What follows belongs to an exercise in optimizing a design on an open flow for small area, a short achievable clock period and few clock cycles per item; a production flow would make more cautious choices.
Function was checked by simulation only, so behaviour that the tests miss may differ from the original.
Power and IR drop assume default switching activity.

## three_fan_duty_ramp_unit
module three_fan_duty_ramp_unit (
  input  logic        clk,
  input  logic        rst,
  input  logic        cfg_we,
  input  logic [15:0] cfg_data,
  input  logic        s_tvalid,
  output logic        s_tready,
  input  logic [15:0] s_tdata,    
  input  logic [3:0]  s_tuser,    
  output logic        m_tvalid,
  input  logic        m_tready,
  output logic [31:0] m_tdata,    
  output logic [1:0]  m_tuser     
);
Settings: LEC_CHECK=0, CAP_MARGIN=20, CORE_MARGIN=2, CORE_UTILIZATION=60, PLACE_DENSITY=0.72, SETUP_SLACK_MARGIN=4.0, SLEW_MARGIN=20; clock period 7.5 ns.
standard.sh (not shown) runs the stock make flow with config.mk's settings and CLKGATE_MAP_FILE= SYNTH_SCRIPT=/design/flow/synth_recipe.tcl, a recipe that flattens the netlist after the stock synthesis.
==> flow/flow/run.sh <==
#!/bin/bash
# Standard layout, except that the port buffers are sky130_fd_sc_hd__buf_4
# instead of the delay buffer buffer_ports picks on its own. Every input and
# output port still gets its buffer. The whole make output goes to
# standard.log in the work folder (ORFS keeps its per-step logs under orfs/).
set -euo pipefail
export BUFFER_PORTS_ARGS="-buffer_cell sky130_fd_sc_hd__buf_4"
bash standard.sh > standard.log 2>&1
The baseline finished with timing, DRC and antenna clean.
Testbench counts at the start, summed over its fixed seeds: cycles 8,734, items 2,684.
Next try:
--- a/flow/config.mk
+++ b/flow/config.mk
@@ -11,3 +11,3 @@
 export PLACE_DENSITY = 0.72
-export SETUP_SLACK_MARGIN = 4.0
+export SETUP_SLACK_MARGIN = 4.3
 export SLEW_MARGIN = 20
Combinational power goes up by 24%.
Total power goes up by 15%.
Count of clock-buffer cells in the layout goes down by 9.
Setup slack gains 0.19 ns.
Fmax goes up by 5.7%.
Next try:
--- a/flow/config.mk
+++ b/flow/config.mk
@@ -9,5 +9,5 @@
 export CORE_MARGIN = 2
-export CORE_UTILIZATION = 60
-export PLACE_DENSITY = 0.72
-export SETUP_SLACK_MARGIN = 4.3
+export CORE_UTILIZATION = 40
+export PLACE_DENSITY = 0.6
+export SETUP_SLACK_MARGIN = 4.0
 export SLEW_MARGIN = 20
=> The changed run went through all stages and came out clean; routed wire length decreases by 6.4%; via count decreases by 8.1%; combinational power decreases by 21%; power decreases by 13%; critical path depth increases by 2; synthesized cell count stays the same; clock-buffer cell count increases by 6; hold slack loses 0.030 ns; maximum frequency decreases by 4.0%.

* * *

raven:
Another version of the RTL of three_fan_duty_ramp_unit (not shown whole).
Size in the first run: ~3,400 cells after synthesis, roughly 77 I/O pins, roughly 30,000 um^2 of cells after synthesis.
make LEC_CHECK=0 CAP_MARGIN=20 CORE_MARGIN=2 CORE_UTILIZATION=40 PLACE_DENSITY=0.6 SETUP_SLACK_MARGIN=4.0 SLEW_MARGIN=20 finish   # period 7.5 ns
run.sh (not shown) runs the stock make flow with config.mk's settings and CLKGATE_MAP_FILE= SYNTH_SCRIPT=/design/flow/synth_recipe.tcl, a recipe that flattens the netlist after the stock synthesis.
Stock flow here: none of the scripts above is used.
The final layout from raven, which completed every stage, passed the timing, design-rule and antenna checks at the end of the flow.
Testbench counts of raven, summed over its fixed seeds: cycles 9,075, items 2,684.
What quartz does differently from raven at the input level:
Settings: changing SETUP_SLACK_MARGIN from 4.0 to 3.5.
Notes after the runs:
Post-layout utilization of the core | quartz below raven
Against raven, quartz comes in 0.54 um lower on average detailed-routed wire length per instance.
Final cell count (lower): quartz
quartz did not stop at any stage, and its layout met the timing, design-rule and antenna checks.
quartz — number of clock-tree buffers in the layout 19 higher, raven as reference
Delta(via count normalized by instance count, quartz - raven) < 0
Measured against each other, quartz and raven differ in actual slew at the worst max-slew pin, the lower figure coming from quartz.
Final critical-path share of the clock period for quartz: 3.2 points up relative to raven
Via count on quartz is down relative to raven.
Number of buffers and inverters on the critical path delta for quartz relative to raven: 3 lower

* * *

three_fan_duty_ramp_unit, a different RTL version from the one above (not shown whole).
Size in the first run: roughly 3500 cells after synthesis, roughly 380 flip-flops, roughly 31000 um2 of cells after synthesis.
## three_fan_duty_ramp_unit
module three_fan_duty_ramp_unit (
  input  logic        clk,
  input  logic        rst,
  input  logic        cfg_we,
  input  logic [15:0] cfg_data,
  input  logic        s_tvalid,
  output logic        s_tready,
  input  logic [15:0] s_tdata,    
  input  logic [3:0]  s_tuser,    
  output logic        m_tvalid,
  input  logic        m_tready,
  output logic [31:0] m_tdata,    
  output logic [1:0]  m_tuser     
);
export LEC_CHECK = 0
export CAP_MARGIN = 20
export CORE_MARGIN = 2
export CORE_UTILIZATION = 50
export PLACE_DENSITY = 0.65
export SETUP_SLACK_MARGIN = 3.8
export SLEW_MARGIN = 20
create_clock -name core_clock -period 7.5 [get_ports {clk}]
standard.sh (not shown) runs the stock make flow with config.mk's settings and CLKGATE_MAP_FILE= SYNTH_SCRIPT=/design/flow/synth_recipe.tcl, a recipe that flattens the netlist after the stock synthesis.
Scripts as last shown in full above: flow/flow/run.sh
Testbench counts at the start, summed over its fixed seeds: cycles 7,757, items 2,684.
Next try:
--- a/flow/config.mk
+++ b/flow/config.mk
@@ -8,6 +8,6 @@
 export CAP_MARGIN = 20
 export CORE_MARGIN = 2
-export CORE_UTILIZATION = 50
-export PLACE_DENSITY = 0.65
-export SETUP_SLACK_MARGIN = 3.8
+export CORE_UTILIZATION = 40
+export PLACE_DENSITY = 0.6
+export SETUP_SLACK_MARGIN = 4.0
 export SLEW_MARGIN = 20
Register-to-register slack is better by 0.12 ns.
Worst setup slack improved by 0.12 ns.
Synthesized cell count stays the same.
Cell count rises by about 7%.
Count of clock-buffer cells in the layout fell by 4.
First-iteration DRC count went down by about 12%.
Hold slack hardly moves.
Power rises by about 4.7%.
Sequential power went down by about 3%.
Sequential cell count is unchanged.
Core utilization falls by 9.6 points.

* * *

three_fan_duty_ramp_unit, a different RTL version from the one above (not shown whole).
Size in the first run: about 3400 cells after synthesis, ~370 flip-flops, ~0.030 mm2 of cells after synthesis.
clock: 7.5 ns
lec_check: 0
cap_margin: 20
core_margin: 2
core_utilization: 40
place_density: 0.6
setup_slack_margin: 4.0
slew_margin: 20
tns_end_percent: 10
Scripts as last shown in full above: flow/flow/run.sh
Testbench counts at the start, summed over its fixed seeds: cycles 8,734, items 2,684.
Rerun with:
SETUP_SLACK_MARGIN = 3.6   (was 4.0)
TNS_END_PERCENT = default   (was 10)
Effect: Power went down slightly. Via count went down slightly. Utilization shrinks by 0.59 points. Setup slack gets worse by 0.063 ns. Fmax came out lower slightly. Sequential power barely changes. Global-route usage came out higher by 0.18 points. Routed wire length falls slightly.

==> afterwards: timing with drivers on the ports <==
No port has a modelled driver above. Below, the same layouts with a new extraction and two added sets of constraints. Step 1 (the two cells are an assumption about what drives the block):
set clk [get_ports {clk}]
set_driving_cell -lib_cell sky130_fd_sc_hd__clkbuf_16 $clk
set_driving_cell -lib_cell sky130_fd_sc_hd__buf_2 [delete_from_list [all_inputs] $clk]
Step 2 also shifts input and output timing later by t, the mid clock arrival at the registers, as if the neighbouring blocks saw the same clock. a / b / c = no drivers / after step 1 / after step 2; a / b = the first two.
| run | t, ns | setup WS [ns] | worst data-port slew with drivers (ns) | cell pins on the clock port's net |
|---|---|---|---|---|
| the first run of note 1 | 0.664 | 3.923 / 3.923 / 3.427 | 0.05 | 1 |
| the second run of note 1 | 0.653 | 4.117 / 4.117 / 3.772 | 0.06 | 1 |
| the third run of note 1 | 0.646 | 3.975 / 3.975 / 3.597 | 0.04 | 1 |
| raven | 0.655 | 3.836 / 3.836 / 3.541 | 0.04 | 1 |
| quartz | 0.658 | 3.594 / 3.594 / 3.071 | 0.03 | 1 |
| the first run of note 3 | 0.645 | 3.822 / 3.822 / 3.294 | 0.04 | 1 |
| the second run of note 3 | 0.651 | 3.941 / 3.941 / 3.421 | 0.12 | 1 |
| the first run of note 4 | 0.637 | 3.836 / 3.873 / 3.235 | 0.04 | 1 |
| the second run of note 4 | 0.657 | 3.772 / 3.772 / 3.164 | 0.10 | 1 |
After both steps setup and hold are still met in every run listed. The setup slack of the second run of note 4, which loses most, moves by 0.000 ns with the drivers and by -0.608 ns with both steps.
